What follows belongs to an exercise in optimizing a design on an open flow for a short achievable clock period and few clock cycles per item; a production flow would make more cautious choices. In this exercise RTL edits were held to simulation tests only and were not proved equivalent to the original. Power and IR drop assume default switching activity.

$ cat design.v
package ooo_pkg;
	typedef struct packed {
		logic [6:0]            funct7;
		logic [5-1:0] rs2;
		logic [5-1:0] rs1;
		logic [2:0]            funct3;
		logic [5-1:0] rd;
		logic [6:0]            opcode;
	} r_type_t;
	typedef struct packed {
		logic [11:0]           imm12;
		logic [5-1:0] rs1;
		logic [2:0]            funct3;
		logic [5-1:0] rd;
		logic [6:0]            opcode;
	} i_type_t;
	typedef union packed {
		r_type_t r;
		i_type_t i;
	} inst_t;
	typedef enum logic [2:0] {
		ALU_ADD,
		ALU_SUB,
		ALU_AND,
		ALU_OR,
		ALU_XOR,
		ALU_SLT,
		ALU_SLL,
		ALU_SRL
	} alu_op_e;
	typedef logic [3-1:0] rob_tag_t;
	typedef struct packed {
		logic             ready;
		rob_tag_t         tag;
		logic [32-1:0] value;
	} operand_t;
	typedef struct packed {
		logic                  valid;
		alu_op_e               alu_op;
		logic [5-1:0] dest;
		rob_tag_t              tag;
		operand_t              src1;
		operand_t              src2;
	} dispatch_packet_t;
	typedef struct packed {
		logic             valid;
		rob_tag_t         tag;
		logic [32-1:0] value;
	} cdb_packet_t;
	typedef struct packed {
		logic                  valid;
		logic                  wr_en;
		logic [5-1:0] dest;
		rob_tag_t              tag;
		logic [32-1:0]      value;
	} commit_packet_t;
endpackage
`timescale 1ns/1ps
module alu_stage (
	input  logic                      clock,
	input  logic                      reset,
	input  ooo_pkg::dispatch_packet_t issue,
	output ooo_pkg::cdb_packet_t      cdb
);
	logic [32-1:0]          op_a;
	logic [32-1:0]          op_b;
	logic [$clog2(32)-1:0]  shamt;
	logic [32-1:0]          result;
	logic                      valid_q;
	ooo_pkg::rob_tag_t                  tag_q;
	logic [32-1:0]          value_q;
	assign op_a  = issue.src1.value;
	assign op_b  = issue.src2.value;
	assign shamt = op_b[$clog2(32)-1:0];
	always_comb begin
		case (issue.alu_op)
			ooo_pkg::ALU_ADD: result = op_a + op_b;
			ooo_pkg::ALU_SUB: result = op_a - op_b;
			ooo_pkg::ALU_AND: result = op_a & op_b;
			ooo_pkg::ALU_OR:  result = op_a | op_b;
			ooo_pkg::ALU_XOR: result = op_a ^ op_b;
			ooo_pkg::ALU_SLT: result = {{(32-1){1'b0}}, $signed(op_a) < $signed(op_b)};
			ooo_pkg::ALU_SLL: result = op_a << shamt;
			ooo_pkg::ALU_SRL: result = op_a >> shamt;
			default: result = '0;
		endcase
	end
	always_ff @(posedge clock) begin
		if (reset)
			valid_q <= 1'b0;
		else
			valid_q <= issue.valid;
	end
	always_ff @(posedge clock) begin
		tag_q   <= issue.tag;
		value_q <= result;
	end
	assign cdb.valid = valid_q;
	assign cdb.tag   = tag_q;
	assign cdb.value = value_q;
endmodule
`timescale 1ns/1ps
module reservation_station (
	input  logic                      clock,
	input  logic                      reset,
	input  ooo_pkg::dispatch_packet_t dispatch,
	input  ooo_pkg::cdb_packet_t      cdb,
	output logic                      rs_full,
	output ooo_pkg::dispatch_packet_t issue
);
	logic                         valid_q  [4];
	ooo_pkg::alu_op_e             op_q     [4];
	logic [5-1:0]        dest_q   [4];
	ooo_pkg::rob_tag_t            tag_q    [4];
	logic                         s1_rdy_q [4];
	ooo_pkg::rob_tag_t            s1_tag_q [4];
	logic [32-1:0]             s1_val_q [4];
	logic                         s2_rdy_q [4];
	ooo_pkg::rob_tag_t            s2_tag_q [4];
	logic [32-1:0]             s2_val_q [4];
	ooo_pkg::operand_t            in_src1;
	ooo_pkg::operand_t            in_src2;
	logic [$clog2(4)-1:0] free_idx;
	logic [$clog2(4)-1:0] issue_idx;
	logic                         issue_found;
	function automatic ooo_pkg::operand_t capture(input ooo_pkg::operand_t op, input ooo_pkg::cdb_packet_t bus);
		ooo_pkg::operand_t res;
		res = op;
		if (!op.ready && bus.valid && bus.tag == op.tag) begin
			res.ready = 1'b1;
			res.value = bus.value;
		end
		capture = res;
	endfunction
	always_comb begin
		rs_full     = 1'b1;
		free_idx    = '0;
		issue_found = 1'b0;
		issue_idx   = '0;
		for (int i = 4-1; i >= 0; i--) begin
			if (!valid_q[i]) begin
				rs_full  = 1'b0;
				free_idx = i[$clog2(4)-1:0];
			end
			if (valid_q[i] && s1_rdy_q[i] && s2_rdy_q[i]) begin
				issue_found = 1'b1;
				issue_idx   = i[$clog2(4)-1:0];
			end
		end
	end
	always_comb begin
		issue.valid  = issue_found;
		issue.alu_op = op_q[issue_idx];
		issue.dest   = dest_q[issue_idx];
		issue.tag    = tag_q[issue_idx];
		issue.src1   = {s1_rdy_q[issue_idx], s1_tag_q[issue_idx], s1_val_q[issue_idx]};
		issue.src2   = {s2_rdy_q[issue_idx], s2_tag_q[issue_idx], s2_val_q[issue_idx]};
	end
	assign in_src1 = capture(dispatch.src1, cdb);
	assign in_src2 = capture(dispatch.src2, cdb);
	always_ff @(posedge clock) begin
		if (reset) begin
			for (int i = 0; i < 4; i++)
				valid_q[i] <= 1'b0;
		end else begin
			if (issue_found)
				valid_q[issue_idx] <= 1'b0;
			if (dispatch.valid)
				valid_q[free_idx] <= 1'b1;
		end
	end
	always_ff @(posedge clock) begin
		for (int i = 0; i < 4; i++) begin
			if (dispatch.valid && free_idx == i[$clog2(4)-1:0]) begin
				op_q[i]   <= dispatch.alu_op;
				dest_q[i] <= dispatch.dest;
				tag_q[i]  <= dispatch.tag;
				{s1_rdy_q[i], s1_tag_q[i], s1_val_q[i]} <= in_src1;
				{s2_rdy_q[i], s2_tag_q[i], s2_val_q[i]} <= in_src2;
			end else begin
				{s1_rdy_q[i], s1_tag_q[i], s1_val_q[i]} <=
					capture({s1_rdy_q[i], s1_tag_q[i], s1_val_q[i]}, cdb);
				{s2_rdy_q[i], s2_tag_q[i], s2_val_q[i]} <=
					capture({s2_rdy_q[i], s2_tag_q[i], s2_val_q[i]}, cdb);
			end
		end
	end
endmodule
`timescale 1ns/1ps
module reorder_buffer (
	input  logic                      clock,
	input  logic                      reset,
	input  ooo_pkg::dispatch_packet_t dispatch,
	input  ooo_pkg::cdb_packet_t      cdb,
	input  ooo_pkg::rob_tag_t         rs1_rob_tag,
	input  ooo_pkg::rob_tag_t         rs2_rob_tag,
	output logic                      rs1_rob_ready,
	output logic                      rs2_rob_ready,
	output logic [32-1:0]          rs1_rob_value,
	output logic [32-1:0]          rs2_rob_value,
	output logic                      rob_full,
	output ooo_pkg::rob_tag_t         alloc_tag,
	output ooo_pkg::commit_packet_t   commit
);
	ooo_pkg::rob_tag_t            head;
	ooo_pkg::rob_tag_t            tail;
	logic [3:0] count;
	logic [5-1:0] dest_q  [8];
	logic                  ready_q [8];
	logic [32-1:0]      value_q [8];
	ooo_pkg::operand_t rd1;
	ooo_pkg::operand_t rd2;
	function automatic ooo_pkg::operand_t read_entry(input ooo_pkg::rob_tag_t tag);
		ooo_pkg::operand_t op;
		op.tag = tag;
		if (ready_q[tag]) begin
			op.ready = 1'b1;
			op.value = value_q[tag];
		end else begin
			op.ready = cdb.valid && cdb.tag == tag;
			op.value = cdb.value;
		end
		read_entry = op;
	endfunction
	always_comb begin
		rd1 = read_entry(rs1_rob_tag);
		rd2 = read_entry(rs2_rob_tag);
	end
	assign rs1_rob_ready = rd1.ready;
	assign rs1_rob_value = rd1.value;
	assign rs2_rob_ready = rd2.ready;
	assign rs2_rob_value = rd2.value;
	assign rob_full  = count == (3+1)'(8);
	assign alloc_tag = tail;
	always_comb begin
		commit.valid = (count != '0) && ready_q[head];
		commit.dest  = dest_q[head];
		commit.wr_en = commit.valid && commit.dest != '0;
		commit.tag   = head;
		commit.value = value_q[head];
	end
	always_ff @(posedge clock) begin
		if (reset) begin
			head  <= '0;
			tail  <= '0;
			count <= '0;
			for (int i = 0; i < 8; i++)
				ready_q[i] <= 1'b0;
		end else begin
			if (dispatch.valid) begin
				ready_q[tail] <= 1'b0;
				tail          <= tail + 1'b1;
			end
			if (cdb.valid)
				ready_q[cdb.tag] <= 1'b1;
			if (commit.valid)
				head <= head + 1'b1;
			case ({dispatch.valid, commit.valid})
				2'b10:   count <= count + 1'b1;
				2'b01:   count <= count - 1'b1;
				default: count <= count;
			endcase
		end
	end
	always_ff @(posedge clock) begin
		if (dispatch.valid)
			dest_q[tail] <= dispatch.dest;
		if (cdb.valid)
			value_q[cdb.tag] <= cdb.value;
	end
endmodule
`timescale 1ns/1ps
module dispatch_unit (
	input  logic                      clock,
	input  logic                      reset,
	input  logic                      inst_valid,
	input  ooo_pkg::inst_t            inst,
	input  logic                      rob_full,
	input  logic                      rs_full,
	input  ooo_pkg::rob_tag_t         alloc_tag,
	output ooo_pkg::rob_tag_t         rs1_rob_tag,
	output ooo_pkg::rob_tag_t         rs2_rob_tag,
	input  logic                      rs1_rob_ready,
	input  logic                      rs2_rob_ready,
	input  logic [32-1:0]          rs1_rob_value,
	input  logic [32-1:0]          rs2_rob_value,
	input  ooo_pkg::commit_packet_t   commit,
	output logic                      inst_stall,
	output ooo_pkg::dispatch_packet_t dispatch
);
	logic [32-1:0] reg_file [32];
	logic             map_busy [32];
	ooo_pkg::rob_tag_t         map_tag  [32];
	logic             is_op;
	logic             is_op_imm;
	logic             accept;
	ooo_pkg::alu_op_e          alu_op;
	logic [32-1:0] imm;
	ooo_pkg::operand_t         src1;
	ooo_pkg::operand_t         src2;
	function automatic ooo_pkg::operand_t read_src(input logic [5-1:0] idx,
			input logic rob_ready, input logic [32-1:0] rob_value);
		ooo_pkg::operand_t op;
		op.tag = map_busy[idx] ? map_tag[idx] : '0;
		if (idx == '0) begin
			op.ready = 1'b1;
			op.value = '0;
		end else if (map_busy[idx]) begin
			op.ready = rob_ready;
			op.value = rob_value;
		end else begin
			op.ready = 1'b1;
			op.value = reg_file[idx];
		end
		read_src = op;
	endfunction
	assign is_op      = inst.r.opcode == 7'b0110011;
	assign is_op_imm  = inst.r.opcode == 7'b0010011;
	assign imm        = {{(32-12){inst.i.imm12[11]}}, inst.i.imm12};
	assign inst_stall = rob_full | rs_full;
	assign accept     = inst_valid & ~inst_stall;
	always_comb begin
		case (inst.r.funct3)
			3'b000: alu_op = (is_op && inst.r.funct7[5]) ? ooo_pkg::ALU_SUB : ooo_pkg::ALU_ADD;
			3'b001:     alu_op = ooo_pkg::ALU_SLL;
			3'b010:     alu_op = ooo_pkg::ALU_SLT;
			3'b100:     alu_op = ooo_pkg::ALU_XOR;
			3'b101:     alu_op = ooo_pkg::ALU_SRL;
			3'b110:      alu_op = ooo_pkg::ALU_OR;
			3'b111:     alu_op = ooo_pkg::ALU_AND;
			default:     alu_op = ooo_pkg::ALU_ADD;
		endcase
	end
	assign rs1_rob_tag = map_tag[inst.r.rs1];
	assign rs2_rob_tag = map_tag[inst.r.rs2];
	always_comb begin
		src1 = read_src(inst.r.rs1, rs1_rob_ready, rs1_rob_value);
		if (is_op_imm) begin
			src2.ready = 1'b1;
			src2.tag   = '0;
			src2.value = imm;
		end
		else
			src2 = read_src(inst.r.rs2, rs2_rob_ready, rs2_rob_value);
	end
	always_comb begin
		dispatch.valid  = accept & (is_op | is_op_imm);
		dispatch.alu_op = alu_op;
		dispatch.dest   = inst.r.rd;
		dispatch.tag    = alloc_tag;
		dispatch.src1   = src1;
		dispatch.src2   = src2;
	end
	always_ff @(posedge clock) begin
		if (reset) begin
			for (int i = 0; i < 32; i++) begin
				reg_file[i] <= '0;
				map_busy[i] <= 1'b0;
			end
		end else begin
			if (commit.wr_en)
				reg_file[commit.dest] <= commit.value;
			if (commit.valid && map_busy[commit.dest] && map_tag[commit.dest] == commit.tag)
				map_busy[commit.dest] <= 1'b0;
			if (dispatch.valid && dispatch.dest != '0)
				map_busy[dispatch.dest] <= 1'b1;
		end
	end
	always_ff @(posedge clock) begin
		if (dispatch.valid && dispatch.dest != '0)
			map_tag[dispatch.dest] <= alloc_tag;
	end
endmodule
`timescale 1ns/1ps
module ooo_core (
	input  logic                  clock,
	input  logic                  reset,
	input  logic                  inst_valid,
	input  ooo_pkg::inst_t        inst,
	output logic                  inst_stall,
	output logic                  commit_valid,
	output logic                  commit_wr_en,
	output logic [5-1:0] commit_wr_idx,
	output logic [32-1:0]      commit_wr_data
);
	ooo_pkg::dispatch_packet_t dispatch;
	ooo_pkg::rob_tag_t         alloc_tag;
	logic             rob_full;
	logic             rs_full;
	ooo_pkg::rob_tag_t         rs1_rob_tag;
	ooo_pkg::rob_tag_t         rs2_rob_tag;
	logic             rs1_rob_ready;
	logic             rs2_rob_ready;
	logic [32-1:0] rs1_rob_value;
	logic [32-1:0] rs2_rob_value;
	ooo_pkg::dispatch_packet_t issue;
	ooo_pkg::cdb_packet_t      cdb;
	ooo_pkg::commit_packet_t   commit;
	dispatch_unit u_dispatch (
		.clock         (clock),
		.reset         (reset),
		.inst_valid    (inst_valid),
		.inst          (inst),
		.rob_full      (rob_full),
		.rs_full       (rs_full),
		.alloc_tag     (alloc_tag),
		.rs1_rob_tag   (rs1_rob_tag),
		.rs2_rob_tag   (rs2_rob_tag),
		.rs1_rob_ready (rs1_rob_ready),
		.rs2_rob_ready (rs2_rob_ready),
		.rs1_rob_value (rs1_rob_value),
		.rs2_rob_value (rs2_rob_value),
		.commit        (commit),
		.inst_stall    (inst_stall),
		.dispatch      (dispatch)
	);
	reorder_buffer u_rob (
		.clock         (clock),
		.reset         (reset),
		.dispatch      (dispatch),
		.cdb           (cdb),
		.rs1_rob_tag   (rs1_rob_tag),
		.rs2_rob_tag   (rs2_rob_tag),
		.rs1_rob_ready (rs1_rob_ready),
		.rs2_rob_ready (rs2_rob_ready),
		.rs1_rob_value (rs1_rob_value),
		.rs2_rob_value (rs2_rob_value),
		.rob_full      (rob_full),
		.alloc_tag     (alloc_tag),
		.commit        (commit)
	);
	reservation_station u_rs (
		.clock    (clock),
		.reset    (reset),
		.dispatch (dispatch),
		.cdb      (cdb),
		.rs_full  (rs_full),
		.issue    (issue)
	);
	alu_stage u_alu (
		.clock (clock),
		.reset (reset),
		.issue (issue),
		.cdb   (cdb)
	);
	assign commit_valid   = commit.valid;
	assign commit_wr_en   = commit.wr_en;
	assign commit_wr_idx  = commit.dest;
	assign commit_wr_data = commit.value;
endmodule
$ cat run.sh
#!/bin/bash
# synth_recipe.tcl (not shown) runs the flow's synth.tcl, then flattens the netlist and writes it again
# the make line also repeats each setting of config.mk as NAME=value (left out here)
make -C /OpenROAD-flow-scripts/flow DESIGN_CONFIG=/design/flow/config.mk WORK_HOME=/design/flow/orfs CLKGATE_MAP_FILE= SYNTH_SCRIPT=/design/flow/synth_recipe.tcl finish
$ cat config.mk
export PLATFORM = sky130hd
export DESIGN_NAME = ooo_core
export DESIGN_NICKNAME = ooo_core
export VERILOG_FILES = /design/flow/design.v
export SDC_FILE = /design/flow/constraint.sdc
export NUM_CORES = 4
export LEC_CHECK = 0
export CAP_MARGIN = 20
export CORE_MARGIN = 2
export CORE_UTILIZATION = 40
export SLEW_MARGIN = 20
$ cat constraint.sdc
create_clock -name core_clock -period 8.0 [get_ports {clock}]
set_input_delay 1.6000 -clock core_clock [delete_from_list [all_inputs] [get_ports {clock}]]
set_output_delay 1.6000 -clock core_clock [all_outputs]
set_load 0.01 [all_outputs]
==> run summary <==
status finished clean; vias in the first global route 72,700; CP max stage delay 0.68 ns; Detailed Routing Iterations Pass 1 9; placed cell area 106,000 sq um; Post-synth EDFFs 1,728; # setup viols final 0; # IOs 75; Pwr per Cell Area 191 nW/um^2; H-tree level count 4; Setup CP Type flip-flop to flip-flop; Cell Area, Synth 101,000 sq um; internal power 16.3 mW; LEAKAGE 39.9 nW; Warnings, synthesis 13; Async SR Flop Fraction 0%; Max-cap violations 0; Hold WS 0.452 ns; # DRC 0; largest net degree at the start of global routing 120; Multi-input gate area 44,000 sq um; Die Height 506 um; die width 506 um; sequential cell area 53,800 sq um; GRT overflow 0; Max Buffers Root-to-Sink 3; CTS tree yes; CP max FO 16; CTS buffer count 192; # nets final 7,988; Clock power frac 42.6%; setup TNS 0 ns; synth top area cells edfxtp_1 52%, mux4_2 15%, nor2_1 4.9%; Sink Count 1,821; row count 184; register area share after synthesis 53.4%; Reg power frac 49.8%; hpwl dp 233 mm; Via density 6.60; Antenna Nets Post-Route 0; CTS resizes 0; Post-CTS Setup Bufs 0; initial cell density of the core 40.1%; layout filler cell count 22,600; global-route wire length before repair 524 mm; area fraction of the dominant cell type after synthesis 51.5%; f_max 151 MHz; Worst VDD drop 0.238 mV; min-delay worst type flip-flop to flip-flop; share of layout cells above drive strength 1 19.6%; final design area excluding fillers 112,000 sq um; Clock Latency Late Sink 0.86 ns; Slew @ Worst Pin 1.20 ns; Slew HR 19.8%; Synth area leader edfxtp_1; Post-Syn Instances 8,075; Area Growth Syn to Fin 11.0%; WP data arrival 7.38 ns; wire length per cell 32.4 um; Switching Share 23.6%; CTS hold repair buffers 0; Placer Congestion 0.972; Fin. Hold Viols 0; critical path's most frequent cell o21ai_0; crit path capture type flip-flop; P_sw 5.05 mW; CORE AREA 251,000 sq um; Avg Cell Area, Syn 12.5 sq um; Final min period 6.61 ns; initial antenna violation count 16; data required time of the critical path 8.77 ns; crit-path cells nand3_1, a31oi_4, buf_4, buf_4, o2111ai_1, o21a_1, ha_1, nor2b_1, o21ai_0, a31oi_1, a211oi_1, o21ai_0, buf_4, a311oi_1, o21ai_0, a31oi_1, o21ai_0, mux2_2, o21ai_1; clk_skew 0.0453 ns; CP Launch Type flip-flop; Vias 75,000; Slew Limit Fails 0; die area 256,000 sq um; synthesized flop and latch total 1,821; clk root buf clkbuf_16; unrepaired setup endpoints after global routing no; # port buffers 74; All-Layer GR Usage 27.9%; final WL 368 mm; period utilisation layout 82.7%; leading register cell type out of synthesis edfxtp_1; Clock transition at path regs 0.07 ns; Iter 0 DRT Violations 11,900; Gate power share 7.6%; Crit-path slowest cell a31oi_4; Netlist cell types 88
## Yosys cell counts, types with 21 or more instances
cell      count
a211oi_1     49
a21o_1       25
a21oi_1     217
a221o_1      41
a221oi_1     44
a222oi_1     34
a22o_1      120
a22oi_1     180
a31oi_1      51
and3_1       30
buf_1       137
buf_2        86
buf_4        49
clkbuf_1    527
dfxtp_1      93
edfxtp_1   1728
ha_1        102
inv_1       152
mux2_2      115
mux2i_1     373
mux4_2      693
nand2_1     730
nand2b_1     32
nand3_1     184
nand4_1      59
nor2_1     1304
nor2b_1      27
nor3_1       80
o211ai_1     29
o21a_1       50
o21ai_0     258
o221ai_1     48
o22a_1       21
o22ai_1      26
xnor2_1      27
xor2_1       30
## metal layers
metal / track usage, % / part of all wire [%]
met5: 0 / 0.024
met4: 9.54 / 3.7
met3: 6.90 / 13
met2: 43.8 / 46
met1: 37.9 / 38
## sequential cells by signal, indices dropped and copies added, names as in the netlist, named ones only
| register | flops |
|---|---|
| u_rs.tag_q | 12 |
| u_rs.s2_tag_q | 12 |
| u_rs.s1_rdy_q | 4 |
| u_rob.tail | 3 |
| u_dispatch.reg_file | 1024 |
| u_rob.ready_q | 8 |
| u_dispatch.map_busy | 32 |
| u_rs.s2_val_q | 128 |
| u_rs.s1_tag_q | 12 |
| u_rob.count | 4 |
| u_alu.value_q | 32 |
| u_alu.tag_q | 3 |
| u_rs.valid_q | 4 |
| u_rs.op_q | 12 |
| u_rob.dest_q | 40 |
| u_rob.head | 3 |
| u_rs.s1_val_q | 128 |
| u_rs.s2_rdy_q | 4 |
| u_dispatch.map_tag | 96 |
| u_rob.value_q | 256 |
| u_alu.valid_q | 1 |
## worst paths after layout
check / start / to / slack, ns / depth (start not counted)
setup / recovery: u_rs.valid_q[2] / u_alu.value_q[30] / 1.39 / 19
hold / removal: u_rs.tag_q[0][0] / u_alu.tag_q[0] / 0.45 / 2
setup reg to reg: u_rs.valid_q[2] / u_alu.value_q[30] / 1.39 / 19
hold reg to reg: u_rs.tag_q[0][0] / u_alu.tag_q[0] / 0.45 / 2
## layout make-up
type	count	share of cell area, %
multi-input combinational	5322	39.4
inverter	162	0.546
antenna	4	0.00895
sequential	1821	48.1
tap	3348	3.75
timing repair buffer	349	2.63
clock inverter	122	1.11
clock buffer	233	4.52
## critical path, delay by kind of cell, from the launching register on
kind / cells / cell delay, ns
compound gates: 12 / 3.83
buf+inv: 3 / 0.80
simple gates: 2 / 0.64
flops: 1 / 0.49
fa+ha+maj: 1 / 0.49
mux: 1 / 0.28
## logic make-up (layout without fill, tap and decap cells)
| kind of cell | after synthesis | in the layout | share of synthesized area, % |
|---|---|---|---|
| compound gates | 1386 | 1386 | 9.75 |
| other cells | 1 | 39 | 0.00372 |
| buf+inv | 966 | 866 | 3.93 |
| mux | 1185 | 1185 | 20.6 |
| flops | 1821 | 1821 | 53.4 |
| xor+xnor | 57 | 57 | 0.496 |
| fa+ha+maj | 105 | 105 | 1.33 |
| simple gates | 2554 | 2554 | 10.6 |
## power by group through the flow
| stage | registers (mW) | clock network, mW | logic, mW |
|---|---|---|---|
| 4_1_cts | 10.7 | 9.17 | 1.59 |
| 5_1_grt | 10.7 | 9.54 | 1.67 |
| 6_report | 10.7 | 9.11 | 1.63 |
| 3_3_place_gp | 10.8 | 0 | 1.57 |
| 2_1_floorplan | 10.8 | 0 | 0.987 |
| 3_5_place_dp | 10.9 | 0 | 1.58 |
## cell usage in the layout, fill, tap and decap left out, types with 30 or more instances in the layout
master / count
a211oi_1: 49
a21oi_1: 216
a221o_1: 41
a221oi_1: 44
a222oi_1: 34
a22o_1: 120
a22oi_1: 180
a31oi_1: 50
and3_1: 30
buf_4: 268
clkbuf_1: 35
clkbuf_16: 195
clkdlybuf4s50_1: 63
clkinv_1: 44
clkinv_2: 33
conb_1: 35
dfxtp_1: 90
edfxtp_1: 1728
ha_1: 102
inv_1: 151
mux2_2: 114
mux2i_1: 341
mux2i_4: 35
mux4_2: 693
nand2_1: 669
nand2_2: 61
nand2b_1: 31
nand3_1: 183
nand4_1: 59
nor2_1: 1292
nor3_1: 75
o21a_1: 50
o21ai_0: 257
o221ai_1: 48
xor2_1: 30
## through the flow
stage / utilization [%] / power (mW) / worst slack, ns / std cells
floorplan: - / 11.8 / 2.07 / 8109
CTS: 44.6 / 21.4 / 1.46 / 11400
global placement: 42.0 / 12.4 / 1.65 / 11000
finish: 44.6 / 21.4 / 1.39 / 11400
detailed placement: 42.1 / 12.4 / 1.67 / 11000
global route: 44.6 / 21.9 / 1.07 / 11400
Testbench counts, summed over its fixed seeds: cycles 28,473, insts 24,000.

==> what the ideal ports hide <==
The flow's constraints put no driver on any port. The routed layout listed below was extracted and timed again, unchanged, in two steps. Step 1 (the two cells are an assumption about what drives the block):
set clk [get_ports {clock}]
set_driving_cell -lib_cell sky130_fd_sc_hd__clkbuf_16 $clk
set_driving_cell -lib_cell sky130_fd_sc_hd__buf_2 [delete_from_list [all_inputs] $clk]
Step 2 times the ports against the registers' clock, not the clock port: input delays grow and output delays shrink by t, the midpoint of the rising clock arrivals with the driver on. Three values: ideal ports, drivers, drivers and shift; two values: the first two.
t, ns: 0.930
slack for setup (ns): 1.386 / 1.386 / 1.386
worst setup path at the end: register to register
After both steps setup and hold are still met in this run. The setup slack of this run moves by 0.000 ns with the drivers and by 0.000 ns with both steps.
